Context: an optimization exercise on an open-source flow, tuned for small area, a short achievable clock period and few clock cycles per item. The choices shown serve that exercise and are no tape-out recipe.
At most, simulation tests tie the RTL to the original design; equivalence was not proved.
The RTL of run 1 was laid out without a check of its function.
Power figures rest on the tool's default switching activity, not on a simulated workload.

$ cat flow/flow/run.sh
#!/bin/bash
# Layout flow: the standard synthesis, then each configuration read-data bit
# (prdata[7:0]) is rebuilt as one gate of its own (see patch_prdata.py), then the standard flow's
# standard layout from floorplan to finish. Each step's full output goes to a log here.
set -euo pipefail
R=orfs/results/sky130hd/interpolating_wavetable_oscillator/base
bash standard.sh synth > log_synth.txt 2>&1
python3 flow/patch_prdata.py $R/1_2_yosys.v > log_patch.txt 2>&1
touch $R/1_2_yosys.v
bash standard.sh > log_layout.txt 2>&1
$ cat flow/standard.sh
#!/bin/bash
# synth_recipe.tcl (not shown) runs the flow's synth.tcl, then flattens the netlist and writes it again
# the make line also repeats each setting of config.mk as NAME=value (left out here)
make -C /OpenROAD-flow-scripts/flow DESIGN_CONFIG=/design/flow/config.mk WORK_HOME=/design/flow/orfs CLKGATE_MAP_FILE= SYNTH_SCRIPT=/design/flow/synth_recipe.tcl "${@:-finish}"
$ cat flow/design.v
package iwo_pkg;
  localparam int TABLE_SEGMENTS = 36;
  localparam int TABLE_DEPTH    = TABLE_SEGMENTS + 1;
  localparam int SAMPLE_BITS    = 14;
  localparam int FRAC_BITS   = 8;
  localparam int FRAC_ONE    = 1 << FRAC_BITS;
  localparam int PHASE_LIMIT = TABLE_SEGMENTS * FRAC_ONE;
  localparam int PHASE_W     = $clog2(PHASE_LIMIT);
  localparam int PINT_W      = PHASE_W - FRAC_BITS;
  localparam int IDX_W       = $clog2(TABLE_DEPTH);
  localparam int OP_W          = 1;
  localparam int ENTRY_IDX_W   = 6;
  localparam int ENTRY_VAL_W   = 14;
  localparam int INC_W         = 8;
  localparam int DAC_W         = 16;
  localparam logic [DAC_W-1:0] DAC_MASK = 16'hFFC0;
  localparam int WGT_W = FRAC_BITS + 1;
  localparam int SUM_W = SAMPLE_BITS + WGT_W;
  localparam int CFG_ADDR_W = 2;
  localparam int CFG_DATA_W = 32;
  localparam logic [CFG_ADDR_W-1:0] REG_PHASE_INC = 2'd0;
  typedef enum logic [OP_W-1:0] {
    OP_LOAD = 1'b0,
    OP_STEP = 1'b1
  } op_t;
endpackage
module interpolating_wavetable_oscillator (
  input  logic                   clk,
  input  logic                   rst_n,
  input  logic                   in_valid,
  output logic                   in_stall,
  input  logic [iwo_pkg::OP_W-1:0]        in_operation,
  input  logic [iwo_pkg::ENTRY_IDX_W-1:0] in_entry_index,
  input  logic [iwo_pkg::ENTRY_VAL_W-1:0] in_entry_value,
  output logic                   out_valid,
  input  logic                   out_stall,
  output logic [iwo_pkg::DAC_W-1:0]       out_dac_word,
  input  logic                   psel,
  input  logic                   penable,
  input  logic                   pwrite,
  input  logic [iwo_pkg::CFG_ADDR_W-1:0]  paddr,
  input  logic [iwo_pkg::CFG_DATA_W-1:0]  pwdata,
  output logic [iwo_pkg::CFG_DATA_W-1:0]  prdata,
  output logic                   pready
);
  localparam int SEGS = iwo_pkg::TABLE_SEGMENTS;    
  localparam int DEPTH = iwo_pkg::TABLE_DEPTH;      
  localparam int SB = iwo_pkg::SAMPLE_BITS;         
  localparam int FB = iwo_pkg::FRAC_BITS;           
  localparam int IW = iwo_pkg::INC_W;               
  localparam int EIW = iwo_pkg::ENTRY_IDX_W;        
  localparam int CDW = iwo_pkg::CFG_DATA_W;         
  localparam int OW = 10;                           
  logic go;
  logic [IW-1:0] inc_r;
  logic          cfg_wr;
  assign cfg_wr = psel && penable && pwrite && paddr == iwo_pkg::REG_PHASE_INC;
  assign pready = 1'b1;
  assign prdata = (paddr == iwo_pkg::REG_PHASE_INC) ? CDW'(inc_r) : '0;
  always_ff @(posedge clk) begin
    if (!rst_n) inc_r <= '0;
    else if (cfg_wr) inc_r <= pwdata[IW-1:0];
  end
  logic [SB-1:0] tab [DEPTH];
  logic [5:0]    k_r;         
  logic [FB-1:0] f_r;         
  logic [SB-1:0] lo_r, hi_r;  
  logic          v2_r;        
  logic          acc, stepx, loadx, adv, wrap;
  logic [FB:0]   f_sum;
  logic [SB-1:0] rd;          
  assign in_stall = !go;
  assign acc   = go && in_valid;
  assign stepx = acc && in_operation[0];
  assign loadx = acc && !in_operation[0];
  assign f_sum = {1'b0, f_r} + (FB + 1)'(inc_r);
  assign adv   = stepx && f_sum[FB];
  assign wrap  = (k_r == 6'(SEGS - 1));
  always_comb begin
    rd = '0;
    for (int j = 0; j < SEGS; j++) begin
      rd = rd | (tab[(j == SEGS - 1) ? 1 : j + 2] & {SB{k_r == 6'(j)}});
    end
  end
  always_ff @(posedge clk) begin
    if (!rst_n) begin
      k_r <= '0;
      f_r <= '0;
    end else begin
      if (stepx) f_r <= f_sum[FB-1:0];
      if (adv) k_r <= wrap ? 6'd0 : k_r + 6'd1;
    end
  end
  logic [DEPTH-1:0] we;
  logic [7:0]       wlo;
  logic [4:0]       whi;
  always_comb begin
    for (int a = 0; a < 8; a++) wlo[a] = (in_entry_index[2:0] == 3'(a));
    for (int b = 0; b < 5; b++) whi[b] = loadx && (in_entry_index[5:3] == 3'(b));
    for (int j = 0; j < DEPTH; j++) we[j] = wlo[j % 8] && whi[j / 8];
  end
  always_ff @(posedge clk) begin
    for (int j = 0; j < DEPTH; j++) begin
      if (we[j]) tab[j] <= in_entry_value;
    end
  end
  always_ff @(posedge clk) begin
    if (adv) begin
      lo_r <= wrap ? tab[0] : hi_r;
      hi_r <= rd;
    end else if (loadx) begin
      if (in_entry_index == k_r) lo_r <= in_entry_value;
      if (in_entry_index == k_r + 6'd1) hi_r <= in_entry_value;
    end
  end
  always_ff @(posedge clk) begin
    if (!rst_n) v2_r <= 1'b0;
    else if (go) v2_r <= in_valid && in_operation[0];
  end
  localparam int SW = 22;
  logic [SW-1:0] row [9];
  logic [SW-1:0] l1 [6];
  logic [SW-1:0] l2 [4];
  logic [SW-1:0] l3 [3];
  logic [SW-1:0] l4 [2];
  always_comb begin
    for (int j = 0; j < FB; j++) row[j] = SW'(f_r[j] ? hi_r : lo_r) << j;
    row[8] = SW'(lo_r);
    for (int j = 0; j < 3; j++) begin
      l1[2*j] = row[3*j] ^ row[3*j+1] ^ row[3*j+2];
      l1[2*j+1] = ((row[3*j] & row[3*j+1]) | (row[3*j] & row[3*j+2]) | (row[3*j+1] & row[3*j+2])) << 1;
    end
    for (int j = 0; j < 2; j++) begin
      l2[2*j] = l1[3*j] ^ l1[3*j+1] ^ l1[3*j+2];
      l2[2*j+1] = ((l1[3*j] & l1[3*j+1]) | (l1[3*j] & l1[3*j+2]) | (l1[3*j+1] & l1[3*j+2])) << 1;
    end
    l3[0] = l2[0] ^ l2[1] ^ l2[2];
    l3[1] = ((l2[0] & l2[1]) | (l2[0] & l2[2]) | (l2[1] & l2[2])) << 1;
    l3[2] = l2[3];
    l4[0] = l3[0] ^ l3[1] ^ l3[2];
    l4[1] = ((l3[0] & l3[1]) | (l3[0] & l3[2]) | (l3[1] & l3[2])) << 1;
  end
  logic          v3_r;
  logic [SW-1:0] ps_r, pc_r;
  logic [SW-1:0] s;
  logic [OW-1:0] r;
  always_ff @(posedge clk) begin
    if (!rst_n) v3_r <= 1'b0;
    else if (go) v3_r <= v2_r;
  end
  always_ff @(posedge clk) begin
    if (go && v2_r) begin
      ps_r <= l4[0];
      pc_r <= l4[1];
    end
  end
  assign s = ps_r + pc_r;
  assign r = s[21:12];
  logic          ov_r, kv_r;
  logic [OW-1:0] o_r, k_dat_r;
  logic          take;
  assign go   = !kv_r;
  assign take = ov_r && !out_stall;
  always_ff @(posedge clk) begin
    if (!rst_n) begin
      ov_r <= 1'b0;
      kv_r <= 1'b0;
    end else if (kv_r) begin
      if (take) kv_r <= 1'b0;
    end else if (ov_r && !take) begin
      kv_r <= v3_r;
    end else begin
      ov_r <= v3_r;
    end
  end
  always_ff @(posedge clk) begin
    if (kv_r) begin
      if (take) o_r <= k_dat_r;
    end else if (ov_r && !take) begin
      if (v3_r) k_dat_r <= r;
    end else begin
      if (v3_r) o_r <= r;
    end
  end
  assign out_valid    = ov_r;
  assign out_dac_word = {o_r, 6'd0};
endmodule
$ cat flow/constraint.sdc
create_clock -name core_clock -period 7.0 [get_ports {clk}]
set_input_delay 1.4000 -clock core_clock [delete_from_list [all_inputs] [get_ports {clk}]]
set_output_delay 1.4000 -clock core_clock [all_outputs]
set_load 0.01 [all_outputs]
$ cat flow/flow/patch_prdata.py
#!/usr/bin/env python3
"""Rewrite the configuration read-data logic of the synthesized netlist so that each
prdata[i] (i < 8) is one gate of its own: prdata[i] = !paddr[1] & !paddr[0] & inc_r[i]
(sky130 nor3b: Y = !(A | B | !C_N)). Cells left without loads are then removed.
Usage: patch_prdata.py NETLIST.v   (edits the file in place)"""
import re, sys

path = sys.argv[1]
src = open(path).read()
head_end = src.index(';', src.index('module ')) + 1
body_start = head_end
end = src.rindex('endmodule')
body = src[body_start:end]

# split into statements: declarations / assigns / cell instances
stmts = re.findall(r'[^;]*;', body, re.S)
cell_re = re.compile(r'^\s*(sky130_fd_sc_hd__\w+)\s+(\S+)\s*\((.*)\)\s*;\s*$', re.S)
pin_re = re.compile(r'\.(\w+)\s*\(\s*(.*?)\s*\)\s*(?:,|$)', re.S)

OUTPINS = {'X', 'Y', 'Q', 'Q_N', 'COUT', 'SUM', 'HI', 'LO'}
cells = []
for i, s in enumerate(stmts):
    m = cell_re.match(s)
    if m:
        pins = dict((p, n.strip()) for p, n in pin_re.findall(m.group(3)))
        cells.append([i, m.group(1), m.group(2), pins])

def drv(net):
    for c in cells:
        for p, n in c[3].items():
            if p in OUTPINS and n == net:
                return c
    return None

removed = set()
newcells = []
for b in range(8):
    net = 'prdata[%d]' % b
    c = drv(net)
    if c is None:
        sys.exit('no driver for ' + net)
    inc = '\\inc_r[%d] ' % b
    if not re.search(re.escape(inc), body):
        sys.exit('no net ' + inc)
    removed.add(c[0])
    newcells.append('\n  sky130_fd_sc_hd__nor3b_1 prd_gate_%d (\n    .A(paddr[1]),\n    .B(paddr[0]),\n    .C_N(%s),\n    .Y(%s)\n  );' % (b, inc, net))

# remove cells whose outputs no longer have loads (iterate)
def loads_of(net, live):
    for c in live:
        for p, n in c[3].items():
            if p not in OUTPINS and n == net:
                return True
    return False

ports = set(re.findall(r'^\s*(?:output)\s+(?:\[[^\]]+\]\s*)?(\S+)\s*;', body, re.M))
assigns = ''.join(s for s in stmts if s.strip().startswith('assign'))
newtxt = ''.join(newcells)
changed = True
while changed:
    changed = False
    live = [c for c in cells if c[0] not in removed]
    for c in live:
        outs = [n for p, n in c[3].items() if p in OUTPINS]
        if not outs or c[1].startswith('sky130_fd_sc_hd__df') or c[1].startswith('sky130_fd_sc_hd__edf'):
            continue
        used = False
        for n in outs:
            base = n.split('[')[0].strip().lstrip('\\')
            if base in ports or n in assigns or loads_of(n, live) or n in newtxt:
                used = True
        if not used:
            removed.add(c[0])
            changed = True
            print('removed', c[1], c[2])

out = src[:body_start] + ''.join(s for i, s in enumerate(stmts) if i not in removed) + newtxt + '\n' + src[end:]
open(path, 'w').write(out)
print('replaced', len(newcells), 'prdata drivers; removed', len(removed), 'cells')
$ cat flow/config.mk
export PLATFORM = sky130hd
export DESIGN_NAME = interpolating_wavetable_oscillator
export DESIGN_NICKNAME = interpolating_wavetable_oscillator
export VERILOG_FILES = /design/flow/design.v
export SDC_FILE = /design/flow/constraint.sdc
export NUM_CORES = 4
export LEC_CHECK = 0
export ABC_CLOCK_PERIOD_IN_PS = 3000
export CAP_MARGIN = 20
export CORE_MARGIN = 2
export CORE_UTILIZATION = 55
export CTS_BUF_LIST = sky130_fd_sc_hd__clkbuf_8
export CTS_CLUSTER_DIAMETER = 60
export CTS_CLUSTER_SIZE = 16
export SETUP_SLACK_MARGIN = 3.8
export SLEW_MARGIN = 20
==> run notes, run 1 <==
Synth unique cells - 54
Reg2Reg Setup Slack - 3.79 ns
Reg2reg path depth - 8
Die height - 230 um
Setup_tns - 0 ns
Row cnt - 82
Synth area leaders - edfxtp_1 65%, fa_1 6.1%, a22oi_1 3.5%
Die Width - 230 um
Share of post-route cells with drive strength above 1 - 21.7%
Post-synthesis mux area share - 4.99%
Synth top area share - 64.9%
Post-synthesis sequential area ratio - 66.8%
Class of the worst hold path - reg2reg
Post-Synth XOR/XNOR Area - 0.750%
CP Launch Point - paddr[1]
Clk sinks - 632
Via density - 6.36
Area Growth Syn to Fin - 13.9%
Max-cap violation count - 0
Placer congestion estimate - 0.866
Drt initial violations - 2200
Final setup skew - 0.0618 ns
Routed vias - 17200
EDFF count, synth - 606
Top FF cell, synth - edfxtp_1
Total global-route track usage - 30.9%
Number of port buffers - 57
Critical path arrival - 1.86 ns
Slew of the pin with the lowest slew margin - 1.19 ns
First-pass GRT wire length - 117 mm
Pwr Density - 199 nW/um^2
Area leader, netlist - edfxtp_1
WHS - 0.515 ns
Hold buffers post-CTS - 0
Max VDD drop - 0.000189 V
Leak - 11.1 nW
Clock latency (worst-skew pair) - 0.73 ns
CP endpoint kind - primary output
RSZ-0062 raised after global routing - yes
Reg clk slew, reported paths - 0.09 ns
Final Hold Fails - 0
Worst R2R Start - lo_r[9]
# IOs - 113
CTS tree - yes
Post-layout nets - 2221
Synth Area in Compound Gates - 9.68%
Routed length per instance - 30.3 um
Initial antenna violation count - 0
CTS buffer count - 49
Synthesized area per cell - 15.4 um^2
Vias in the first global route - 16500
Adder-cell share of the synthesized area - 8.52%
DRC Markers - 0
Largest net degree at the start of global routing - 47
H-tree depth - 2
Fmax - 307 MHz
Run status - complete, no violations
CTS Root Cell - clkbuf_8
Worst rel slew slack - 21.0%
Synth Register Bits - 632
Asr flop ratio synth - 0%
Synth warnings - 7
Fin crit share - 46.6%
Cell area after synthesis - 28000 um^2
Antenna Nets Post-Route - 0
Initial Utilization - 55.8%
Fin crit period - 3.26 ns
Core area - 50300 um^2
Req. time, crit path - 5.60 ns
Largest family of logic cells by synthesized area - compound AO/OA/AOI/OAI gates
CP endpoint - prdata[0]
Total gr overflow - 0
Final Max Tran Viols - 0
Post-DP HPWL - 50.4 mm
Die area - 52800 um^2
CP max FO - 5
Pre-antenna DRT Iters - 6
Bufs on Longest Clock Path - 3
Setup CP Type - in2out
Reg-to-reg endpoint - ps_r[11]
Wirelength, routed - 82.0 mm
Crit start category - input port
Post-synthesis simple-gate area fraction - 5.67%
Setup violators final - 0
Mapped Cells - 1825
registers in the layout (all words and copies together) (netlist names):
register and count:
pc_r 20, v2_r 1, f_r 8, lo_r 14, v3_r 1, o_r 10
k_dat_r 10, hi_r 14, inc_r 8, ov_r 1, kv_r 1, k_r 6
tab 518, ps_r 20
per-stage QoR:
step,setup WS (ns),power (mW),utilization (%),cell area (um^2),instances
finish,3.74,6.36,63.5,31900,2709
global route,3.72,6.52,63.5,31900,2708
CTS,3.66,6.37,61.9,31100,2639
detailed placement,2.35,4.46,58.9,29600,2522
global placement,2.32,4.46,58.9,29600,2522
floorplan,3.66,4.36,-,28300,1854
area by class of cell:
type,count,area [um^2]
Sequential cell,632,18800
Clock inverter,19,204
Antenna cell,1,2.50
Fill cell,3654,18300
Timing Repair Buffer,256,2210
Tap cell,672,841
Clock buffer,49,674
Multi-Input combinational cell,987,8910
Inverter,93,349
repair_timing:
| action | 4_1_cts | 5_1_grt |
|---|---|---|
| resized for setup | 121 | 56 |
| cloned | 1 | 1 |
| pin swaps | 18 | 22 |
| setup endpoints to repair | 333 | 297 |
| buffers inserted | 48 | 67 |
placed cells by master, fill, tap and decap left out, types with 17 or more instances in the layout:
cell / instances
edfxtp_1: 606
buf_4: 176
a22oi_1: 132
inv_1: 96
fa_1: 85
mux2_2: 67
a22o_1: 60
a221oi_1: 55
ha_1: 54
nand2_1: 53
nor2_1: 51
clkbuf_8: 49
clkdlybuf4s50_1: 46
nand4_1: 44
mux2i_1: 42
conb_1: 31
a21oi_1: 30
nand3_1: 24
and3_1: 21
nor2_4: 18
nor2b_1: 17
where the power goes:
part	switching [mW]	internal (mW)
clock	1.22	0.741
combinational	0.148	0.0848
sequential	0.00637	4.15
worst min-delay path by stage:
stage	depth (start not counted)	endpoint	slack, ns	startpoint
after floorplan	2	v2_r	0.44	v2_r
after global placement	2	v2_r	0.46	v2_r
after detailed placement	2	v2_r	0.46	v2_r
after CTS	2	v2_r	0.52	v2_r
after global routing	2	v2_r	0.55	v2_r
final	2	v2_r	0.52	v2_r
layer usage:
| metal | track usage, % | vias to the layer above | share of wire (%) |
|---|---|---|---|
| met4 | 13.0 | 0 | 5.0 |
| met2 | 50.2 | 942 | 47 |
| li1 | - | 7357 | - |
| met5 | 0 | - | 0 |
| met1 | 42.3 | 8725 | 38 |
| met3 | 4.40 | 208 | 9.4 |
synthesized netlist by cell type, types with 10 or more instances:
master    count
xor2_1       13
nor2_1       76
mux2_2       78
buf_4        31
and2_1       12
o21ai_0      12
clkbuf_1     98
fa_1         85
nand4_1      44
nor3_1       12
a31oi_1      16
a22oi_1     132
a21oi_1      30
dfxtp_1      26
ha_1         55
a221oi_1     59
nand3_1      25
mux2i_1      52
edfxtp_1    606
nand2_1      54
and3_1       29
nor2b_1      18
inv_1        93
a22o_1       60
nand3b_1     10
xnor2_1      11
critical path, stage by stage:
cell and delay, ns:
buf_12 0.11, nor3b_4 0.19, buf_2 0.16
kinds of logic (layout without fill, tap and decap cells):
logic type	after synthesis	after routing
flip-flops	632	632
AO/OA/AOI/OAI	354	354
AND/OR/NAND/NOR	308	308
buffers and inverters	235	417
adder cells (fa/ha/maj)	140	140
multiplexers	130	130
XOR/XNOR	24	24
other	2	32
==> run 2: changes to the inputs <==
--- a/flow/design.v
+++ b/flow/design.v
@@ -72,3 +72,3 @@
   assign in_stall = !go;
-  assign acc   = go && in_valid;
+  assign acc   = go && in_valid && rst_n;
   assign stepx = acc && in_operation[0];
@@ -93,13 +93,5 @@
   end
-  logic [DEPTH-1:0] we;
-  logic [7:0]       wlo;
-  logic [4:0]       whi;
-  always_comb begin
-    for (int a = 0; a < 8; a++) wlo[a] = (in_entry_index[2:0] == 3'(a));
-    for (int b = 0; b < 5; b++) whi[b] = loadx && (in_entry_index[5:3] == 3'(b));
-    for (int j = 0; j < DEPTH; j++) we[j] = wlo[j % 8] && whi[j / 8];
-  end
   always_ff @(posedge clk) begin
     for (int j = 0; j < DEPTH; j++) begin
-      if (we[j]) tab[j] <= in_entry_value;
+      if (loadx && in_entry_index == EIW'(j)) tab[j] <= in_entry_value;
     end
--- a/flow/config.mk
+++ b/flow/config.mk
@@ -14,3 +14,3 @@
 export CTS_CLUSTER_SIZE = 16
-export SETUP_SLACK_MARGIN = 3.8
+export SETUP_SLACK_MARGIN = 4.0
 export SLEW_MARGIN = 20
==> run notes, run 2 <==
Run status - complete, no violations
Initial antenna violation count - 1
Total gr overflow - 0
Dpl ws - 1.71 ns
CTS Root Cell - clkbuf_8
Synth warnings - 7
Bufs on Longest Clock Path - 3
Synth area leaders - edfxtp_1 64%, fa_1 6.0%, a22oi_1 5.3%
Synth Register Bits - 632
Busiest layer in global routing - met2
Clock latency (worst-skew pair) - 0.70 ns
Total power - 6.41 mW
Post-route cell area - 33200 um^2
Routing usage on met1 - 40.8%
Initial Utilization - 55.3%
Share of post-route cells with drive strength above 1 - 25.6%
Biggest registers after layout - tab (518), pc_r (20), ps_r (20)
Max-cap violation count - 0
Fin crit share - 46.6%
Slew of the pin with the lowest slew margin - 0.940 ns
Reg clk slew, reported paths - 0.09 ns
Largest register FFs - 518
# IOs - 113
Synth unique cells - 61
CTS buffer count - 51
Area leader, netlist - edfxtp_1
Synth top area share - 64.4%
Crit start category - input port
Worst rel slew slack - 37.1%
Placed instance count - 2551
Antenna Nets Post-Route - 0
Core area - 51100 um^2
Hold buffers post-CTS - 0
Req. time, crit path - 5.60 ns
Setup_tns - 0 ns
Non-filler instance count after layout - 2774
Synthesized area per cell - 15.2 um^2
Most frequent cells in the layout - 606 x edfxtp_1, 201 x a22oi_1, 135 x buf_4
Final setup skew - 0.0315 ns
H-tree depth - 2
Top FF cell, synth - edfxtp_1
Vias in the first global route - 17100
Post-synthesis sequential area ratio - 66.3%
Post-layout nets - 2273
Final Hold Fails - 0
Die height - 231 um
Mapped Cells - 1865
First-pass GRT wire length - 119 mm
Reg2reg path depth - 8
Total global-route track usage - 31.7%
Setup ws final - 3.74 ns
Row cnt - 83
Largest net degree at the start of global routing - 47
Commonest non-fill, non-tap cell in the layout - edfxtp_1
DRC Markers - 0
Class of the worst hold path - reg2reg
Routed length per instance - 30.6 um
Critical path arrival - 1.86 ns
Leak - 11.5 nW
Number of port buffers - 57
Asr flop ratio synth - 0%
Via density - 6.29
Drt initial violations - 2102
Routed vias - 17400
Placer congestion estimate - 0.863
Clk sinks - 632
Final core utilization - 65.0%
Die area - 53200 um^2
Largest register by flop count - tab
GR met3 Demand/Resource - 5.64%
Synth cell count leaders - 606 x edfxtp_1, 201 x a22oi_1, 101 x nand2_1
CP max FO - 5
RSZ-0062 raised after global routing - yes
Most common cell in the synthesized netlist - edfxtp_1
Fmax - 306 MHz
Pre-antenna DRT Iters - 7
EDFF count, synth - 606
Fin crit period - 3.26 ns
Final Max Tran Viols - 0
CP endpoint kind - primary output
Post-DP HPWL - 49.4 mm
Area of placed instances - 30000 um^2
CTS tree - yes
Setup CP Type - in2out
Setup violators final - 0
Global Route met2 Usage - 53.3%
Hold Crit Depth - 2
Cell area after synthesis - 28300 um^2
Area Growth Syn to Fin - 17.5%
WHS - 0.466 ns
Wirelength, routed - 84.8 mm
Pwr Density - 193 nW/um^2
Max VDD drop - 0.000181 V
Die Width - 231 um
run 2: cell types whose count changed after synthesis, moves of 35 or more:
cell      before  now
nand2_1       54  101
clkbuf_1      98   50
buf_2          9   51
a22o_1        60   25
a221oi_1      59   21
a22oi_1      132  201
run 2: repair_timing:
action                     4_1_cts  5_1_grt
pin swaps                       46       31
cloned                           5        4
resized for setup              177       61
buffers inserted               105       32
setup endpoints to repair      629      108
run 2: area by class of cell:
class / count / area (um^2)
Clock inverter: 23 / 220
Timing Repair Buffer: 261 / 2750
Sequential cell: 632 / 18700
Fill cell: 3681 / 17900
Inverter: 90 / 338
Clock buffer: 52 / 716
Tap cell: 680 / 851
Antenna cell: 1 / 2.50
Multi-Input combinational cell: 1035 / 9570
run 2: logic make-up (layout without fill, tap and decap cells):
family / Yosys count / after routing / share of synthesized area, %
AO/OA/AOI/OAI: 350 / 353 / 9.35
XOR/XNOR: 26 / 26 / 0.806
adder cells (fa/ha/maj): 140 / 140 / 8.46
buffers and inverters: 230 / 426 / 3.80
flip-flops: 632 / 632 / 66.3
multiplexers: 129 / 129 / 4.92
other: 2 / 32 / 0.0266
AND/OR/NAND/NOR: 356 / 356 / 6.39
run 2: routing by layer:
layer | vias to the layer above | share of wire [%]
li1 | 7471 | -
met1 | 8912 | 38
met2 | 870 | 50
met3 | 186 | 8.4
met4 | 2 | 4.5
met5 | - | 0.015
run 2: worst paths after layout:
check | from | to | slack, ns
worst max-delay path | paddr[0] | prdata[7] | 3.74
worst min-delay path | v2_r | v2_r | 0.47
worst max register to register | f_r[2] | ps_r[9] | 3.75
worst min register to register | v2_r | v2_r | 0.47
run 2: report_power, final:
group / switching [mW] / total (mW) / internal [mW]
registers: 0.00477 / 4.15 / 4.15
logic: 0.141 / 0.219 / 0.0785
clock network: 1.25 / 2.04 / 0.783
run 2: worst max-delay path: stages:
cell	delay (ns)
buf_16	0.12
nor3b_4	0.18
buf_2	0.15
Testbench counts of run 2, summed over its fixed seeds: cycles 4,416, items 4,096.
==> run 3: changes to the inputs <==
--- a/flow/config.mk
+++ b/flow/config.mk
@@ -14,3 +14,3 @@
 export CTS_CLUSTER_SIZE = 16
-export SETUP_SLACK_MARGIN = 4.0
+export SETUP_SLACK_MARGIN = 3.8
 export SLEW_MARGIN = 20
==> run notes, run 3 <==
Post-synthesis sequential area ratio - 66.3%
Cell area after synthesis - 28300 um^2
Total global-route track usage - 31.3%
Core area - 51100 um^2
Reg clk slew, reported paths - 0.08 ns
CTS Root Cell - clkbuf_8
DRC Markers - 0
Worst R2R Start - lo_r[12]
Total gr overflow - 0
Reg-to-reg endpoint - ps_r[12]
Antenna Nets Post-Route - 0
Largest net degree at the start of global routing - 47
Final Max Tran Viols - 0
Synthesized area per cell - 15.2 um^2
WHS - 0.473 ns
Drt initial violations - 1959
Row cnt - 83
Post-layout nets - 2244
Hold buffers post-CTS - 0
Fin crit period - 3.24 ns
Synth warnings - 7
Post-DP HPWL - 48.7 mm
Synth unique cells - 61
Die Width - 231 um
Most frequent cells in the layout - 606 x edfxtp_1, 201 x a22oi_1, 147 x buf_4
Leak - 11.1 nW
CTS tree - yes
Synth Register Bits - 632
Routed length per instance - 30.1 um
Run status - complete, no violations
Top FF cell, synth - edfxtp_1
Setup violators final - 0
Fmax - 309 MHz
Max VDD drop - 0.000164 V
Hold Crit Depth - 2
Fin crit share - 46.3%
Initial antenna violation count - 1
RSZ-0062 raised after global routing - yes
Area Growth Syn to Fin - 13.4%
First-pass GRT wire length - 117 mm
Min-Delay Endpoint - v2_r
Share of post-route cells with drive strength above 1 - 20.1%
Class of the worst hold path - reg2reg
Via density - 6.28
Area leader, netlist - edfxtp_1
Die area - 53200 um^2
Req. time, crit path - 5.60 ns
Register Area - 18800 um^2
Setup CP Type - in2out
Reg2reg path depth - 7
Routed vias - 17200
CP endpoint kind - primary output
Die height - 231 um
Most common cell in the synthesized netlist - edfxtp_1
Setup_tns - 0 ns
Synth area leaders - edfxtp_1 64%, fa_1 6.0%, a22oi_1 5.3%
Hold path startpoint - v2_r
Max-cap violation count - 0
Synth cell count leaders - 606 x edfxtp_1, 201 x a22oi_1, 101 x nand2_1
Clk sinks - 632
Number of port buffers - 57
Final Hold Fails - 0
Initial Utilization - 55.3%
Synth top area share - 64.4%
Mapped Cells - 1865
Wirelength, routed - 82.4 mm
Final setup skew - 0.0400 ns
Crit start category - input port
# fillers - 3846
Worst rel slew slack - 27.5%
Multi-input gate area - 8960 um^2
H-tree depth - 2
CTS buffer count - 50
Clock latency (worst-skew pair) - 0.70 ns
Largest register FFs - 518
EDFF count, synth - 606
Pwr Density - 197 nW/um^2
Asr flop ratio synth - 0%
Slew of the pin with the lowest slew margin - 1.09 ns
Pre-antenna DRT Iters - 5
Critical path arrival - 1.84 ns
CP max FO - 5
Commonest non-fill, non-tap cell in the layout - edfxtp_1
Biggest registers after layout - tab (518), pc_r (20), ps_r (20)
Vias in the first global route - 16900
Bufs on Longest Clock Path - 3
# IOs - 113
Placer congestion estimate - 0.857
Largest register by flop count - tab
Reg2Reg Setup Slack - 3.78 ns
-- run 3: power by group --
part | internal [mW] | switching (mW) | total, mW
Clock | 0.752 | 1.21 | 1.97
Combinational | 0.0762 | 0.131 | 0.207
Sequential | 4.15 | 0.00527 | 4.15
-- run 3: area by class of cell --
class / instances / area share (%)
tap: 680 / 2.66
sequential: 632 / 58.5
clock buffer: 50 / 2.15
inverter: 90 / 1.05
multi-input combinational: 1032 / 28.0
antenna: 1 / 0.00781
timing repair buffer: 236 / 7.06
clock inverter: 21 / 0.586
-- run 3: worst max-delay path, cell delays in order --
cell and delay [ns]:
buf_12 0.11, nor3b_4 0.17, buf_2 0.16
-- run 3: cell families after synthesis --
logic type,after synthesis,synth area share (%)
flip-flops,632,66.3
AND/OR/NAND/NOR,356,6.39
AO/OA/AOI/OAI,350,9.35
buffers and inverters,230,3.80
adder cells (fa/ha/maj),140,8.46
multiplexers,129,4.92
XOR/XNOR,26,0.806
other,2,0.0266
-- run 3: per-layer routing --
metal | share of wire [%] | vias up | wire, um | track usage (%)
li1 | - | 7401 | - | -
met1 | 37 | 8697 | 30600 | 40.3
met2 | 48 | 906 | 39500 | 51.6
met3 | 9.7 | 217 | 8000 | 6.26
met4 | 5.2 | 2 | 4260 | 14.6
met5 | 0.11 | - | 94 | 1.29
-- run 3: through the flow --
| stage | cell area [um^2] | power [mW] | util (%) | setup WS, ns | cells |
|---|---|---|---|---|---|
| 5_1_grt | 32000 | 6.50 | 62.7 | 3.71 | 2742 |
| 3_5_place_dp | 29800 | 4.43 | 58.3 | 2.43 | 2565 |
| 4_1_cts | 31500 | 6.34 | 61.7 | 3.65 | 2696 |
| 3_3_place_gp | 29800 | 4.43 | 58.3 | 2.50 | 2564 |
| 6_report | 32000 | 6.32 | 62.7 | 3.76 | 2742 |
| 2_1_floorplan | 28600 | 4.34 | - | 3.69 | 1894 |
-- run 3: worst max-delay path by stage --
stage | startpoint | endpoint | slack (ns) | cells past startpoint
2_1_floorplan | rst_n | tab[19][0] | 3.69 | 6
3_3_place_gp | rst_n | tab[16][5] | 2.50 | 7
3_5_place_dp | rst_n | hi_r[3] | 2.43 | 6
4_1_cts | paddr[1] | prdata[2] | 3.65 | 3
5_1_grt | lo_r[5] | ps_r[7] | 3.71 | 8
6_report | paddr[0] | prdata[2] | 3.76 | 3
-- run 3: repair_timing --
item                       in CTS  in global routing
cloned                          3                  1
buffers inserted               57                 43
setup endpoints to repair     356                126
pin swaps                      20                 18
resized for setup              88                 39
==> run 4: changes to the inputs <==
--- a/flow/design.v
+++ b/flow/design.v
@@ -72,3 +72,3 @@
   assign in_stall = !go;
-  assign acc   = go && in_valid && rst_n;
+  assign acc   = go && in_valid;
   assign stepx = acc && in_operation[0];
@@ -93,5 +93,13 @@
   end
+  logic [DEPTH-1:0] we;
+  logic [7:0]       wlo;
+  logic [4:0]       whi;
+  always_comb begin
+    for (int a = 0; a < 8; a++) wlo[a] = (in_entry_index[2:0] == 3'(a));
+    for (int b = 0; b < 5; b++) whi[b] = loadx && (in_entry_index[5:3] == 3'(b));
+    for (int j = 0; j < DEPTH; j++) we[j] = wlo[j % 8] && whi[j / 8];
+  end
   always_ff @(posedge clk) begin
     for (int j = 0; j < DEPTH; j++) begin
-      if (loadx && in_entry_index == EIW'(j)) tab[j] <= in_entry_value;
+      if (we[j]) tab[j] <= in_entry_value;
     end
@@ -150,27 +158,11 @@
   assign r = s[21:12];
-  logic          ov_r, kv_r;
-  logic [OW-1:0] o_r, k_dat_r;
-  logic          take;
-  assign go   = !kv_r;
-  assign take = ov_r && !out_stall;
+  logic          ov_r;
+  logic [OW-1:0] o_r;
+  assign go = !(ov_r && out_stall);
   always_ff @(posedge clk) begin
-    if (!rst_n) begin
-      ov_r <= 1'b0;
-      kv_r <= 1'b0;
-    end else if (kv_r) begin
-      if (take) kv_r <= 1'b0;
-    end else if (ov_r && !take) begin
-      kv_r <= v3_r;
-    end else begin
-      ov_r <= v3_r;
-    end
+    if (!rst_n) ov_r <= 1'b0;
+    else if (go) ov_r <= v3_r;
   end
   always_ff @(posedge clk) begin
-    if (kv_r) begin
-      if (take) o_r <= k_dat_r;
-    end else if (ov_r && !take) begin
-      if (v3_r) k_dat_r <= r;
-    end else begin
-      if (v3_r) o_r <= r;
-    end
+    if (go && v3_r) o_r <= r;
   end
==> run notes, run 4 <==
Reg2reg path depth - 7
Final setup skew - 0.0421 ns
Routed length per instance - 29.8 um
Total global-route track usage - 31.0%
Final Max Tran Viols - 0
Cell area after synthesis - 27800 um^2
Register Area - 18400 um^2
Total gr overflow - 0
Hold path startpoint - v2_r
GR met3 Demand/Resource - 5.50%
Synth Register Bits - 621
Post-synthesis sequential area ratio - 66.3%
Area leader, netlist - edfxtp_1
Most common cell in the synthesized netlist - edfxtp_1
Post-DP HPWL - 48.3 mm
Synth top area share - 64.5%
Setup_tns - 0 ns
Biggest registers after layout - tab (518), pc_r (20), ps_r (20)
Fin crit share - 47.0%
Placed instance count - 2543
Initial Utilization - 55.5%
Routed vias - 17000
Fmax - 304 MHz
Adder-cell share of the synthesized area - 8.62%
Drt initial violations - 2096
H-tree depth - 2
Multi-input gate area - 8780 um^2
Class of the worst hold path - reg2reg
Placer congestion estimate - 0.831
Synth Area in Compound Gates - 9.45%
Routing usage on met1 - 40.6%
WHS - 0.484 ns
CP endpoint kind - flop
Pwr Density - 205 nW/um^2
Reg2Reg Setup Slack - 3.80 ns
Wirelength, routed - 81.2 mm
DRC Markers - 0
Die height - 229 um
# IOs - 113
RSZ-0062 raised after global routing - yes
Number of port buffers - 57
Clock latency (worst-skew pair) - 0.71 ns
Req. time, crit path - 7.36 ns
Max-cap violation count - 0
Reg clk slew, reported paths - 0.09 ns
Asr flop ratio synth - 0%
Area Growth Syn to Fin - 13.4%
CP max FO - 13
# fillers - 3784
Crit start category - input port
Antenna Nets Post-Route - 0
Largest family of logic cells by synthesized area - compound AO/OA/AOI/OAI gates
Row cnt - 82
EDFF count, synth - 596
Leak - 11.0 nW
First-pass GRT wire length - 115 mm
Largest register by flop count - tab
Slew of the pin with the lowest slew margin - 1.04 ns
Mapped Cells - 1824
Worst rel slew slack - 30.2%
Die Width - 229 um
Global Route met2 Usage - 52.5%
Hold buffers post-CTS - 0
Largest register FFs - 518
Non-filler instance count after layout - 2721
Final Hold Fails - 0
Pre-antenna DRT Iters - 5
Synth cell count leaders - 596 x edfxtp_1, 213 x a22oi_1, 112 x nand2_1
Commonest non-fill, non-tap cell in the layout - edfxtp_1
CP endpoint - tab[28][3]
CTS tree - yes
Busiest layer in global routing - met2
Post-synthesis simple-gate area fraction - 6.53%
Share of post-route cells with drive strength above 1 - 20.6%
Top FF cell, synth - edfxtp_1
Clk sinks - 621
Initial antenna violation count - 0
Largest net degree at the start of global routing - 42
Post-synthesis mux area share - 4.65%
Critical path arrival - 3.64 ns
Synthesized area per cell - 15.2 um^2
Most frequent cells in the layout - 596 x edfxtp_1, 213 x a22oi_1, 164 x buf_4
Synth unique cells - 68
Post-Synth XOR/XNOR Area - 0.695%
Run status - complete, no violations
Setup violators final - 0
Max VDD drop - 0.000187 V
Setup CP Type - in2reg
Diodes inserted - 0
Synth warnings - 7
CP Launch Point - in_valid
CTS Root Cell - clkbuf_8
Bufs on Longest Clock Path - 3
Worst R2R Start - hi_r[4]
Die area - 52300 um^2
Via density - 6.25
Vias in the first global route - 16600
Reg-to-reg endpoint - ps_r[11]
CTS buffer count - 50
Post-layout nets - 2230
Synth area leaders - edfxtp_1 65%, fa_1 6.1%, a22oi_1 5.8%
Fin crit period - 3.29 ns
Core area - 50000 um^2
==> run 4: cell type report <==
class	instances	area share, %
inverters	90	1.07
repair buffers	241	6.58
multi-input cells	1024	27.9
flip-flops and latches	621	58.6
clock inverters	21	0.942
clock buffers	52	2.27
well taps	672	2.67
==> run 4: what timing repair did <==
item,4_1_cts,5_1_grt
hold endpoints to repair,0,0
setup buffers,78,22
resized for setup,109,34
endpoints found under the setup margin,266,173
gates cloned,4,1
pin swaps,18,17
==> run 4: metrics by stage <==
step	total power [mW]	worst slack, ns	instance area (um^2)	utilization (%)
4_1_cts	6.49	3.74	31100	62.3
2_1_floorplan	4.32	3.69	28000	-
3_5_place_dp	4.42	2.44	29300	58.6
5_1_grt	6.66	3.71	31500	63.0
6_report	6.46	3.71	31500	63.0
3_3_place_gp	4.41	2.52	29300	58.6
==> run 4: worst max-delay path: stages <==
cell and delay (ns):
clkdlybuf4s50_1 0.50, nand2_1 0.07, or2_2 0.34, nor2_1 0.27, nand3_1 0.39, nor2_1 0.30
buf_4 0.36
==> run 4: report_power, final <==
group,internal [mW],switching [mW]
logic,0.0934,0.155
clock network,0.891,1.22
registers,4.09,0.0109
total,5.08,1.39
==> run 4: logic make-up after synthesis <==
kind of cell / count (synthesis)
XOR/XNOR: 22
flip-flops: 621
buffers and inverters: 211
other: 2
adder cells (fa/ha/maj): 140
AND/OR/NAND/NOR: 359
AO/OA/AOI/OAI: 349
multiplexers: 120
==> run 4: how the worst min path moves through the flow <==
stage	to	slack, ns	depth (start not counted)
after floorplan	v2_r	0.44	2
after global placement	v2_r	0.45	2
after detailed placement	v2_r	0.47	2
after CTS	v2_r	0.49	2
after global routing	v2_r	0.51	2
final	v2_r	0.48	2
==> run 4: per-layer routing <==
metal / routed length, um / part of all wire [%]
met5: 0 / 0
met4: 2630 / 3.2
met3: 7180 / 8.8
met2: 40500 / 50
met1: 30900 / 38
Testbench counts of run 4, summed over its fixed seeds: cycles 4,416, items 4,096.
==> run 5: changes to the inputs <==
--- a/flow/config.mk
+++ b/flow/config.mk
@@ -10,3 +10,3 @@
 export CORE_MARGIN = 2
-export CORE_UTILIZATION = 55
+export CORE_UTILIZATION = 65
 export CTS_BUF_LIST = sky130_fd_sc_hd__clkbuf_8
==> run notes, run 5 <==
Run status - complete, no violations
Post-synthesis sequential area ratio - 66.3%
Vias in the first global route - 16400
Asr flop ratio synth - 0%
Routed length per instance - 30.1 um
Slew of the pin with the lowest slew margin - 1.16 ns
Max layer used - met4
Die Width - 211 um
Synth cell count leaders - 596 x edfxtp_1, 213 x a22oi_1, 112 x nand2_1
Synthesized area per cell - 15.2 um^2
Synth warnings - 7
Setup violators final - 0
Bufs on Longest Clock Path - 3
Final Hold Fails - 0
Most frequent cells in the layout - 596 x edfxtp_1, 213 x a22oi_1, 139 x buf_4
Clk sinks - 621
Synth unique cells - 68
Die height - 211 um
Hold path startpoint - v2_r
Top FF cell, synth - edfxtp_1
Share of post-route cells with drive strength above 1 - 19.0%
Reg-to-reg endpoint - ps_r[8]
CP Launch Point - paddr[1]
Setup_tns - 0 ns
Fin crit share - 46.7%
Critical path arrival - 1.87 ns
Row cnt - 75
Initial Utilization - 66.0%
H-tree depth - 2
Core area - 42000 um^2
# fillers - 2761
RSZ-0062 raised after global routing - yes
Largest register FFs - 518
DR WL met3 - 8.40 mm
Crit-path slowest cell - nor3b_2
CTS buffer count - 47
Hold Crit Depth - 2
Met1 Routed Length - 27.7 mm
Crit start category - input port
Post-route cell area - 30900 um^2
Reg2reg path depth - 8
CP Cell Sequence - clkbuf_16 > nor3b_2 > buf_2
Cell area after synthesis - 27800 um^2
Reg2Reg Setup Slack - 3.81 ns
Pwr Density - 203 nW/um^2
Drt initial violations - 2363
EDFF count, synth - 596
CP endpoint kind - primary output
Synth area leaders - edfxtp_1 65%, fa_1 6.1%, a22oi_1 5.8%
Post-layout nets - 2196
Crit-path max cell delay - 0.17 ns
Wirelength, routed - 76.7 mm
Commonest non-fill, non-tap cell in the layout - edfxtp_1
Placer congestion estimate - 0.911
Class of the worst hold path - reg2reg
Largest register by flop count - tab
Synth Register Bits - 621
Most common cell in the synthesized netlist - edfxtp_1
Largest net degree at the start of global routing - 42
Number of port buffers - 57
Max VDD drop - 0.000200 V
CTS Root Cell - clkbuf_8
Area of placed instances - 29100 um^2
Worst rel slew slack - 22.4%
Routed vias - 17100
Min-Delay Endpoint - v2_r
Total gr overflow - 0
Via density - 6.72
CP max FO - 4
Total global-route track usage - 34.7%
Fmax - 306 MHz
Worst R2R Start - lo_r[6]
DRC Markers - 0
Mapped Cells - 1824
Die area - 44400 um^2
Fin crit period - 3.27 ns
Area leader, netlist - edfxtp_1
Synth top area share - 64.5%
Biggest registers after layout - tab (518), pc_r (20), ps_r (20)
Max-cap violation count - 0
# IOs - 113
Setup CP Type - in2out
Area Growth Syn to Fin - 11.2%
Clock latency (worst-skew pair) - 0.69 ns
Final setup skew - 0.0689 ns
Antenna Nets Post-Route - 0
Req. time, crit path - 5.60 ns
Final Max Tran Viols - 0
Pre-antenna DRT Iters - 6
Leak - 10.7 nW
CTS tree - yes
Initial antenna violation count - 0
First-pass GRT wire length - 109 mm
Post-DP HPWL - 45.9 mm
Reg clk slew, reported paths - 0.10 ns
DR WL met2 - 36.7 mm
[run 5: worst max path at each step]
| stage | end | slack, ns | depth (start not counted) |
|---|---|---|---|
| finish | prdata[3] | 3.73 | 3 |
| floorplan | tab[10][0] | 3.69 | 6 |
| CTS | tab[24][10] | 3.75 | 7 |
| global placement | tab[18][0] | 2.37 | 8 |
| detailed placement | tab[13][11] | 2.61 | 8 |
| global route | prdata[2] | 3.72 | 3 |
[run 5: timing repair]
item / in CTS / in global routing
setup endpoints to repair: 191 / 242
buffers inserted: 29 / 45
hold buffers: 0 / 0
resized for setup: 102 / 39
pin swaps: 14 / 11
cloned: 3 / 1
[run 5: area by class of cell]
type	count	area, um^2	share of cell area, %
Antenna cell	1	2.50	0.00811
Clock buffer	50	688	2.23
Clock inverter	13	168	0.543
Inverter	90	338	1.09
Multi-Input combinational cell	1023	8760	28.4
Sequential cell	621	18400	59.7
Tap cell	539	674	2.19
Timing Repair Buffer	211	1800	5.82
[run 5: metrics by stage]
stage / std cells / utilization, % / hold slack [ns] / power, mW / worst slack, ns
2_1_floorplan: 1853 / - / 0.439 / 4.32 / 3.69
3_3_place_gp: 2405 / 69.2 / 0.456 / 4.41 / 2.37
3_5_place_dp: 2406 / 69.2 / 0.479 / 4.42 / 2.61
4_1_cts: 2501 / 72.1 / 0.494 / 6.27 / 3.75
5_1_grt: 2547 / 73.4 / 0.536 / 6.43 / 3.72
6_report: 2548 / 73.4 / 0.490 / 6.27 / 3.73
[run 5: cell families (layout without fill, tap and decap cells)]
family / Yosys count / after routing / synth area share [%]
buffers and inverters: 211 / 364 / 3.71
other: 2 / 32 / 0.0271
DFF: 621 / 621 / 66.3
AOI/OAI and AO/OA: 349 / 351 / 9.45
xor gates and xnor gates: 22 / 22 / 0.695
adders and majority gates: 140 / 140 / 8.62
muxes: 120 / 120 / 4.65
and+or+nand+nor: 359 / 359 / 6.53
[run 5: power by group]
group          internal, mW  switching (mW)  total, mW
clock network         0.775            1.15       1.93
logic                0.0916           0.152      0.243
registers              4.09          0.0106       4.10
[run 5: critical path, delay by kind of cell]
| family | cells | cell delay, ns |
|---|---|---|
| buffers and inverters | 2 | 0.29 |
| and+or+nand+nor | 1 | 0.17 |
[run 5: metal layers]
| layer | vias to the layer above | global-route usage, % |
|---|---|---|
| met5 | - | 0 |
| met4 | 0 | 15.7 |
| met3 | 235 | 6.23 |
| met2 | 1085 | 56.7 |
| met1 | 8566 | 46.0 |
| li1 | 7236 | - |
==> run 6: changes to the inputs <==
--- a/flow/flow/run.sh
+++ b/flow/flow/run.sh
@@ -3,3 +3,4 @@
 # (prdata[7:0]) is rebuilt as one gate of its own (see patch_prdata.py), then the standard flow's
-# standard layout from floorplan to finish. Each step's full output goes to a log here.
+# standard layout from floorplan to finish, with plain buffers (buf_2) as the port
+# buffers. Each step's full output goes to a log file here.
 set -euo pipefail
@@ -9,2 +10,2 @@
 touch $R/1_2_yosys.v
-bash standard.sh > log_layout.txt 2>&1
+bash standard.sh BUFFER_PORTS_ARGS="-buffer_cell sky130_fd_sc_hd__buf_2" finish > log_layout.txt 2>&1
--- a/flow/config.mk
+++ b/flow/config.mk
@@ -10,3 +10,3 @@
 export CORE_MARGIN = 2
-export CORE_UTILIZATION = 65
+export CORE_UTILIZATION = 72
 export CTS_BUF_LIST = sky130_fd_sc_hd__clkbuf_8
==> run notes, run 6 <==
# fillers - 2114
Via density - 6.89
Core area - 37800 um^2
Largest register FFs - 518
Biggest registers after layout - tab (518), pc_r (20), ps_r (20)
Mapped Cells - 1824
CTS tree - yes
Setup_tns - 0 ns
Slew of the pin with the lowest slew margin - 1.24 ns
Initial Utilization - 73.3%
DRC Markers - 0
Crit-path slowest cell - nor2_2
Clk sinks - 621
Largest net degree at the start of global routing - 42
Register Area - 18400 um^2
H-tree depth - 2
RSZ-0062 raised after global routing - yes
Vias in the first global route - 16800
Synth Register Bits - 621
Cell repeated most along the worst path - nand2_1
Pwr Density - 202 nW/um^2
Critical path's top delay family - simple AND/OR/NAND/NOR gates
# IOs - 113
Final core utilization - 80.2%
Synthesized area per cell - 15.2 um^2
Synth top area share - 64.5%
Setup violators final - 0
Worst rel slew slack - 17.4%
Fin crit period - 3.29 ns
Die height - 200 um
Routed vias - 17200
EDFF count, synth - 596
Total global-route track usage - 37.7%
Share of post-route cells with drive strength above 1 - 20.4%
Setup CP Type - in2reg
Area Growth Syn to Fin - 9.38%
Fmax - 304 MHz
Synth unique cells - 68
Crit-path max cell delay - 0.93 ns
Hold buffers post-CTS - 0
Cell area after synthesis - 27800 um^2
Most common cell in the synthesized netlist - edfxtp_1
Diodes inserted - 0
Class of the worst hold path - reg2reg
Top FF cell, synth - edfxtp_1
Leak - 10.6 nW
Multi-input gate area - 8740 um^2
Synth cell count leaders - 596 x edfxtp_1, 213 x a22oi_1, 112 x nand2_1
Placer congestion estimate - 0.900
WHS - 0.474 ns
Asr flop ratio synth - 0%
Area leader, netlist - edfxtp_1
WP buf/inv - 1
Req. time, crit path - 7.28 ns
Post-layout nets - 2172
Drt initial violations - 2287
Final setup skew - 0.0371 ns
Reg clk slew, reported paths - 0.09 ns
Wirelength, routed - 75.5 mm
Fin crit share - 47.0%
Initial antenna violation count - 1
CTS Root Cell - clkbuf_8
Synth area leaders - edfxtp_1 65%, fa_1 6.1%, a22oi_1 5.8%
Commonest non-fill, non-tap cell in the layout - edfxtp_1
CP endpoint kind - flop
Non-filler instance count after layout - 2494
Row cnt - 71
CP Cell Sequence - buf_2 > nand2_4 > nand2_1 > or2_2 > nor2_1 > nand2_1 > nor2_2
Largest register by flop count - tab
Clock latency (worst-skew pair) - 0.68 ns
CTS buffer count - 47
Placed instance count - 2362
Die area - 40100 um^2
Antenna Nets Post-Route - 0
Total gr overflow - 0
Crit start category - input port
CP max FO - 14
Final Max Tran Viols - 0
Run status - complete, no violations
Max-cap violation count - 0
Pre-antenna DRT Iters - 6
Post-synthesis sequential area ratio - 66.3%
Most frequent cells in the layout - 596 x edfxtp_1, 213 x a22oi_1, 115 x buf_4
Synth warnings - 7
Routed length per instance - 30.3 um
Number of port buffers - 57
Bufs on Longest Clock Path - 3
Max VDD drop - 0.000227 V
Critical path arrival - 3.57 ns
Final Hold Fails - 0
Post-DP HPWL - 45.5 mm
First-pass GRT wire length - 109 mm
Die Width - 200 um
run 6: cell count changes in the layout (fill, tap and decap cells not counted), moves of 3 or more:
cell             change
buf_8                +3
buf_2               +44
nor2_4               -4
nor2_2               +6
buf_4               -24
clkdlybuf4s50_1     -45
clkinv_8             +3
run 6: area by class of cell:
type                    count  area share, %
flip-flops and latches    621           60.7
multi-input cells        1022           28.8
clock inverters            14          0.445
well taps                 511           2.11
clock buffers              48           2.18
inverters                  90           1.11
repair buffers            188           4.63
run 6: cell families after synthesis:
kind of cell | after synthesis | share of synthesized area, %
xor gates and xnor gates | 22 | 0.695
adders and majority gates | 140 | 8.62
buffers and inverters | 211 | 3.71
AOI/OAI and AO/OA | 349 | 9.45
other | 2 | 0.0271
and+or+nand+nor | 359 | 6.53
muxes | 120 | 4.65
DFF | 621 | 66.3
run 6: tightest hold or removal path: stages (launching register included):
cell and delay [ns]:
dfxtp_1 0.32, nand2_1 0.05, a21boi_0 0.07
run 6: metal layers:
metal / track usage, % / part of all wire [%]
met5: 0 / 0
met4: 18.7 / 6.0
met3: 8.82 / 13
met2: 60.7 / 48
met1: 48.9 / 33
run 6: report_power, final:
| part | total, mW | switching (mW) | internal (mW) |
|---|---|---|---|
| combinational | 0.231 | 0.154 | 0.0772 |
| sequential | 4.10 | 0.00896 | 4.09 |
| clock | 1.81 | 1.13 | 0.681 |
| total | 6.14 | 1.29 | 4.85 |
run 6: stage by stage:
stage	setup WS [ns]	instance area [um^2]	power, mW
floorplan	3.69	28000	4.32
global placement	2.87	28600	4.39
finish	3.71	30400	6.14
CTS	3.69	30000	6.13
detailed placement	2.85	28700	4.40
global route	3.66	30400	6.29
run 6: worst paths after layout:
| path | startpoint | end | slack (ns) | cells after the start |
|---|---|---|---|---|
| setup / recovery | out_stall | tab[7][9] | 3.71 | 7 |
| hold / removal | v2_r | v2_r | 0.47 | 2 |
| setup reg to reg | f_r[7] | ps_r[10] | 3.75 | 8 |
| hold reg to reg | v2_r | v2_r | 0.47 | 2 |
run 6: timing repair:
item / CTS / global route
pin swaps: 12 / 8
gates cloned: 2 / 0
endpoints found under the setup margin: 126 / 149
buffers inserted: 42 / 26
gates resized for setup: 45 / 42
==> run 7: changes to the inputs <==
--- a/flow/config.mk
+++ b/flow/config.mk
@@ -10,3 +10,3 @@
 export CORE_MARGIN = 2
-export CORE_UTILIZATION = 72
+export CORE_UTILIZATION = 65
 export CTS_BUF_LIST = sky130_fd_sc_hd__clkbuf_8
==> run notes, run 7 <==
Critical path arrival - 1.86 ns
Run status - complete, no violations
Vias in the first global route - 16100
Switching Power - 1.33 mW
Placer congestion estimate - 0.882
WP depth - 3
Synth Register Bits - 621
WP buf/inv - 2
Synth unique cells - 68
Antenna Nets Post-Route - 0
Hold buffers post-CTS - 0
Reg2reg path depth - 7
Synth area leaders - edfxtp_1 65%, fa_1 6.1%, a22oi_1 5.8%
Number of port buffers - 57
Crit-path max cell delay - 0.19 ns
CP Launch Point - paddr[0]
Total gr overflow - 0
Leak - 10.7 nW
CTS buffer count - 48
Hold path startpoint - v2_r
Area Growth Syn to Fin - 9.86%
Die Width - 211 um
Initial Utilization - 66.0%
Class of the worst hold path - reg2reg
CP Cell Sequence - buf_16 > nor3b_2 > buf_2
Crit-path slowest cell - nor3b_2
Req. time, crit path - 5.60 ns
Setup_tns - 0 ns
Most frequent cells in the layout - 596 x edfxtp_1, 213 x a22oi_1, 132 x buf_4
H-tree depth - 2
Reg-to-reg endpoint - ps_r[11]
Initial antenna violation count - 2
Clock latency (worst-skew pair) - 0.70 ns
Core area - 42000 um^2
CP endpoint - prdata[0]
CP max FO - 4
Seq pwr share - 65.9%
Sw frac - 21.4%
Synth cell count leaders - 596 x edfxtp_1, 213 x a22oi_1, 112 x nand2_1
Die area - 44400 um^2
Fmax - 307 MHz
Pre-antenna DRT Iters - 6
Via density - 6.68
Routed vias - 17000
Clk sinks - 621
Drt initial violations - 2606
Final setup skew - 0.0532 ns
Max-cap violation count - 0
Diodes inserted - 0
Post-DP HPWL - 46.3 mm
# fillers - 2745
CTS tree - yes
# IOs - 113
Slew of the pin with the lowest slew margin - 1.06 ns
Die height - 211 um
Max VDD drop - 0.000233 V
Most common cell in the synthesized netlist - edfxtp_1
Final Max Tran Viols - 0
Fin crit period - 3.26 ns
Routed length per instance - 30.4 um
Asr flop ratio synth - 0%
Fin crit share - 46.5%
Wirelength, routed - 77.3 mm
CP endpoint kind - primary output
Comb pwr share - 3.7%
Worst rel slew slack - 29.1%
Synth warnings - 7
Critical path's top delay family - buffers and inverters
Largest register by flop count - tab
Reg clk slew, reported paths - 0.09 ns
First-pass GRT wire length - 109 mm
Final Hold Fails - 0
Post-synthesis sequential area ratio - 66.3%
Largest net degree at the start of global routing - 42
WHS - 0.488 ns
Internal - 4.89 mW
Share of post-route cells with drive strength above 1 - 20.7%
Setup violators final - 0
Worst R2R Start - lo_r[5]
RSZ-0062 raised after global routing - yes
CTS Root Cell - clkbuf_8
Bufs on Longest Clock Path - 3
Pwr Density - 204 nW/um^2
Total global-route track usage - 35.0%
Post-layout nets - 2188
Final core utilization - 72.5%
Largest register FFs - 518
Mapped Cells - 1824
Area leader, netlist - edfxtp_1
Crit start category - input port
Top FF cell, synth - edfxtp_1
Reg2Reg Setup Slack - 3.81 ns
Synthesized area per cell - 15.2 um^2
Cell area after synthesis - 27800 um^2
DRC Markers - 0
EDFF count, synth - 596
Row cnt - 75
Commonest non-fill, non-tap cell in the layout - edfxtp_1
Synth top area share - 64.5%
Biggest registers after layout - tab (518), pc_r (20), ps_r (20)
Setup CP Type - in2out
Clock power frac - 30.4%
-- run 7: through the flow --
step	total power [mW]	cell area [um^2]	cells	setup WS [ns]
global route	6.37	30500	2539	3.73
global placement	4.39	28700	2395	2.80
floorplan	4.32	28000	1853	3.69
CTS	6.22	29800	2476	3.78
detailed placement	4.40	28700	2396	2.79
finish	6.22	30500	2539	3.74
-- run 7: worst reg2reg max path, cell delays in order, from the launching register on --
cell      delay (ns)
edfxtp_1        0.56
mux2_4          0.34
fa_1            0.48
inv_1           0.06
fa_1            0.48
fa_1            0.55
inv_1           0.05
fa_1            0.44
-- run 7: logic make-up (layout without fill, tap and decap cells) --
kind of cell	count (synthesis)	count (layout)	synth area share, %
compound gates	349	350	9.45
xor+xnor	22	22	0.695
fa+ha+maj	140	140	8.62
buf+inv	211	357	3.71
flops	621	621	66.3
mux	120	120	4.65
other cells	2	31	0.0271
simple gates	359	359	6.53
-- run 7: power by group through the flow --
stage / clock, mW / combinational [mW] / sequential (mW)
global placement: 0 / 0.197 / 4.19
CTS: 1.90 / 0.214 / 4.10
global route: 2.01 / 0.256 / 4.10
floorplan: 0 / 0.132 / 4.19
detailed placement: 0 / 0.207 / 4.19
finish: 1.89 / 0.229 / 4.10
-- run 7: per-layer routing --
layer | share of wire [%] | GRT usage (%) | routed length, um | up-vias
met5 | 0.035 | 0 | 27 | -
met4 | 4.9 | 15.2 | 3820 | 4
met3 | 11 | 6.50 | 8520 | 219
met2 | 49 | 57.9 | 37500 | 1090
met1 | 35 | 45.9 | 27400 | 8435
li1 | - | - | - | 7203
-- run 7: area by class of cell --
class,count,area [um^2],share of cell area (%)
Sequential cell,621,18400,60.5
Multi-Input combinational cell,1022,8710,28.6
Timing Repair Buffer,203,1510,4.95
Tap cell,539,674,2.21
Clock buffer,48,661,2.17
Inverter,90,338,1.11
Clock inverter,16,170,0.558
-- run 7: worst min-delay path by stage --
stage	to	slack (ns)	depth (start not counted)
floorplan	v2_r	0.44	2
global placement	v2_r	0.45	2
detailed placement	v2_r	0.47	2
CTS	v2_r	0.48	2
global route	v2_r	0.51	2
finish	v2_r	0.49	2
-- run 7: repair_timing --
action | in CTS | in global routing
gates cloned | 2 | 1
endpoints found under the setup margin | 101 | 109
pin swaps | 9 | 10
gates resized for setup | 39 | 30
setup buffers | 14 | 61
==> run 8: changes to the inputs <==
--- a/flow/config.mk
+++ b/flow/config.mk
@@ -10,3 +10,3 @@
 export CORE_MARGIN = 2
-export CORE_UTILIZATION = 65
+export CORE_UTILIZATION = 55
 export CTS_BUF_LIST = sky130_fd_sc_hd__clkbuf_8
==> run notes, run 8 <==
Asr flop ratio synth - 0%
Most frequent cells in the layout - 596 x edfxtp_1, 213 x a22oi_1, 141 x buf_4
Share of post-route cells with drive strength above 1 - 21.4%
Placer congestion estimate - 0.835
Diodes inserted - 0
Setup CP Type - in2out
Setup_tns - 0 ns
Adder-cell share of the synthesized area - 8.62%
Area Growth Syn to Fin - 10.9%
Reg clk slew, reported paths - 0.10 ns
Switching Power - 1.37 mW
Final setup skew - 0.0422 ns
Mapped Cells - 1824
Number of port buffers - 57
Drt initial violations - 2058
Final Max Tran Viols - 0
Total gr overflow - 0
Clock power frac - 30.8%
Synth top area share - 64.5%
Critical path arrival - 1.85 ns
Worst rel slew slack - 21.1%
Wirelength, routed - 80.0 mm
Pwr Density - 204 nW/um^2
Area leader, netlist - edfxtp_1
Initial antenna violation count - 0
Sw frac - 21.9%
RSZ-0062 raised after global routing - yes
Routed length per instance - 29.8 um
Cell area after synthesis - 27800 um^2
Synth Area in Compound Gates - 9.45%
Synthesized area per cell - 15.2 um^2
First-pass GRT wire length - 114 mm
Fin crit share - 46.5%
Crit start category - input port
Most common cell in the synthesized netlist - edfxtp_1
Die height - 229 um
Internal - 4.89 mW
Reg2Reg Setup Slack - 3.79 ns
Synth area leaders - edfxtp_1 65%, fa_1 6.1%, a22oi_1 5.8%
Final Hold Fails - 0
Largest family of logic cells by synthesized area - compound AO/OA/AOI/OAI gates
Req. time, crit path - 5.60 ns
Initial Utilization - 55.5%
Post-synthesis mux area share - 4.65%
Dpl ws - 2.83 ns
Placed instance count - 2529
Via density - 6.25
Synth Register Bits - 621
Max-cap violation count - 0
Non-filler instance count after layout - 2684
Commonest non-fill, non-tap cell in the layout - edfxtp_1
Slew of the pin with the lowest slew margin - 1.18 ns
Synth cell count leaders - 596 x edfxtp_1, 213 x a22oi_1, 112 x nand2_1
Vias in the first global route - 16300
Post-synthesis sequential area ratio - 66.3%
Largest net degree at the start of global routing - 42
Setup ws final - 3.75 ns
CTS tree - yes
Clk sinks - 621
CP max FO - 5
Largest register FFs - 518
Synth warnings - 7
Fin crit period - 3.25 ns
DRC Markers - 0
Max VDD drop - 0.000187 V
Total power - 6.26 mW
Post-synthesis simple-gate area fraction - 6.53%
Total global-route track usage - 30.4%
# fillers - 3812
Top FF cell, synth - edfxtp_1
Post-layout nets - 2198
Fmax - 307 MHz
Comb pwr share - 3.7%
CP endpoint kind - primary output
Antenna Nets Post-Route - 0
Row cnt - 82
CTS buffer count - 50
Run status - complete, no violations
Class of the worst hold path - reg2reg
CTS Root Cell - clkbuf_8
Biggest registers after layout - tab (518), pc_r (20), ps_r (20)
Seq pwr share - 65.5%
Clock latency (worst-skew pair) - 0.70 ns
Bufs on Longest Clock Path - 3
EDFF count, synth - 596
Largest register by flop count - tab
Pre-antenna DRT Iters - 6
Setup violators final - 0
Leak - 10.8 nW
Die Width - 229 um
Core area - 50000 um^2
Routed vias - 16800
Die area - 52300 um^2
Synth unique cells - 68
Post-Synth XOR/XNOR Area - 0.695%
Post-DP HPWL - 47.4 mm
H-tree depth - 2
# IOs - 113
[run 8: critical path, cell delays in order]
cell     delay, ns
buf_12        0.11
nor3b_2       0.18
buf_2         0.16
[run 8: area by class of cell]
cell class	count	area [um^2]	area share [%]
clock buffers	50	688	2.24
inverters	90	338	1.10
clock inverters	18	179	0.581
repair buffers	211	1570	5.10
multi-input cells	1022	8730	28.4
well taps	672	841	2.73
flip-flops and latches	621	18400	59.9
[run 8: path summary, 6_finish.rpt]
path | from | to | cells past startpoint
worst max register to register | f_r[1] | ps_r[8] | 8
worst min-delay path | v2_r | v2_r | 2
worst min register to register | v2_r | v2_r | 2
worst max-delay path | paddr[0] | prdata[5] | 3
[run 8: kinds of logic (layout without fill, tap and decap cells)]
kind of cell,after synthesis,after routing
other cells,2,31
xor+xnor,22,22
simple gates,359,359
compound gates,349,350
buf+inv,211,369
fa+ha+maj,140,140
flops,621,621
mux,120,120
[run 8: metrics by stage]
step	util, %	area [um^2]	hold slack, ns
detailed placement	57.8	28900	0.475
floorplan	-	28000	0.439
CTS	60.8	30400	0.489
global placement	57.8	28900	0.449
finish	61.6	30800	0.488
global route	61.6	30800	0.519
[run 8: power by group through the flow]
| stage | clock network (mW) | logic (mW) | registers (mW) |
|---|---|---|---|
| 6_report | 1.93 | 0.230 | 4.10 |
| 5_1_grt | 2.08 | 0.258 | 4.10 |
| 4_1_cts | 1.96 | 0.224 | 4.10 |
| 3_5_place_dp | 0 | 0.211 | 4.19 |
| 3_3_place_gp | 0 | 0.203 | 4.19 |
| 2_1_floorplan | 0 | 0.132 | 4.19 |
[run 8: what timing repair did]
item                       4_1_cts  5_1_grt
hold buffers                     0        0
cloned                           2        0
pin swaps                        7       16
setup endpoints to repair      115       57
setup buffers                   55       30
gates resized for setup         48       33
[run 8: per-layer routing]
layer	vias up	share of wire [%]	wire length [um]	global-route usage, %
met5	-	0	0	0
met3	188	8.3	6630	4.87
li1	7234	-	-	-
met2	832	49	38800	50.3
met4	0	4.4	3540	12.4
met1	8526	39	31000	40.6

separate check: timing with driven ports:
How much do the figures lean on ideal ports? The routed layouts below were timed once more, with nothing changed but the port constraints.
Step 1 (the two cells are an assumption about what drives the block):
set clk [get_ports {clk}]
set_driving_cell -lib_cell sky130_fd_sc_hd__clkbuf_16 $clk
set_driving_cell -lib_cell sky130_fd_sc_hd__buf_2 [delete_from_list [all_inputs] $clk]
Step 2 moves the port delays by t, midway between the first and last clock arrival at a register: inputs arrive t later, outputs are due t later. That takes back most of the time a late clock gives input paths.
Slacks: ideal / step 1 / step 2; pairs: ideal / step 1.
run	t (ns)	slack for setup (ns)	hold WS [ns]	worst setup path after step 2	pins driven straight from the clock port
run 1	0.758	3.740 / 3.664 / 3.084	0.515 / 0.515 / 0.515	input to register	1
run 2	0.738	3.737 / 3.636 / 3.248	0.466 / 0.466 / 0.466	input to register	1
run 3	0.730	3.761 / 3.666 / 3.091	0.473 / 0.473 / 0.473	input to register	1
run 4	0.739	3.713 / 3.622 / 2.996	0.484 / 0.484 / 0.484	input to register	1
run 5	0.714	3.733 / 3.640 / 3.141	0.490 / 0.490 / 0.490	input to register	1
run 6	0.708	3.710 / 3.676 / 3.033	0.474 / 0.474 / 0.474	input to register	1
run 7	0.722	3.743 / 3.653 / 3.095	0.488 / 0.488 / 0.488	input to register	1
run 8	0.726	3.746 / 3.651 / 3.133	0.488 / 0.488 / 0.488	input to register	1
After both steps every run listed still meets setup and hold. For run 4, which loses most, drivers alone change the setup slack by -0.091 ns; drivers and shift together by -0.717 ns.
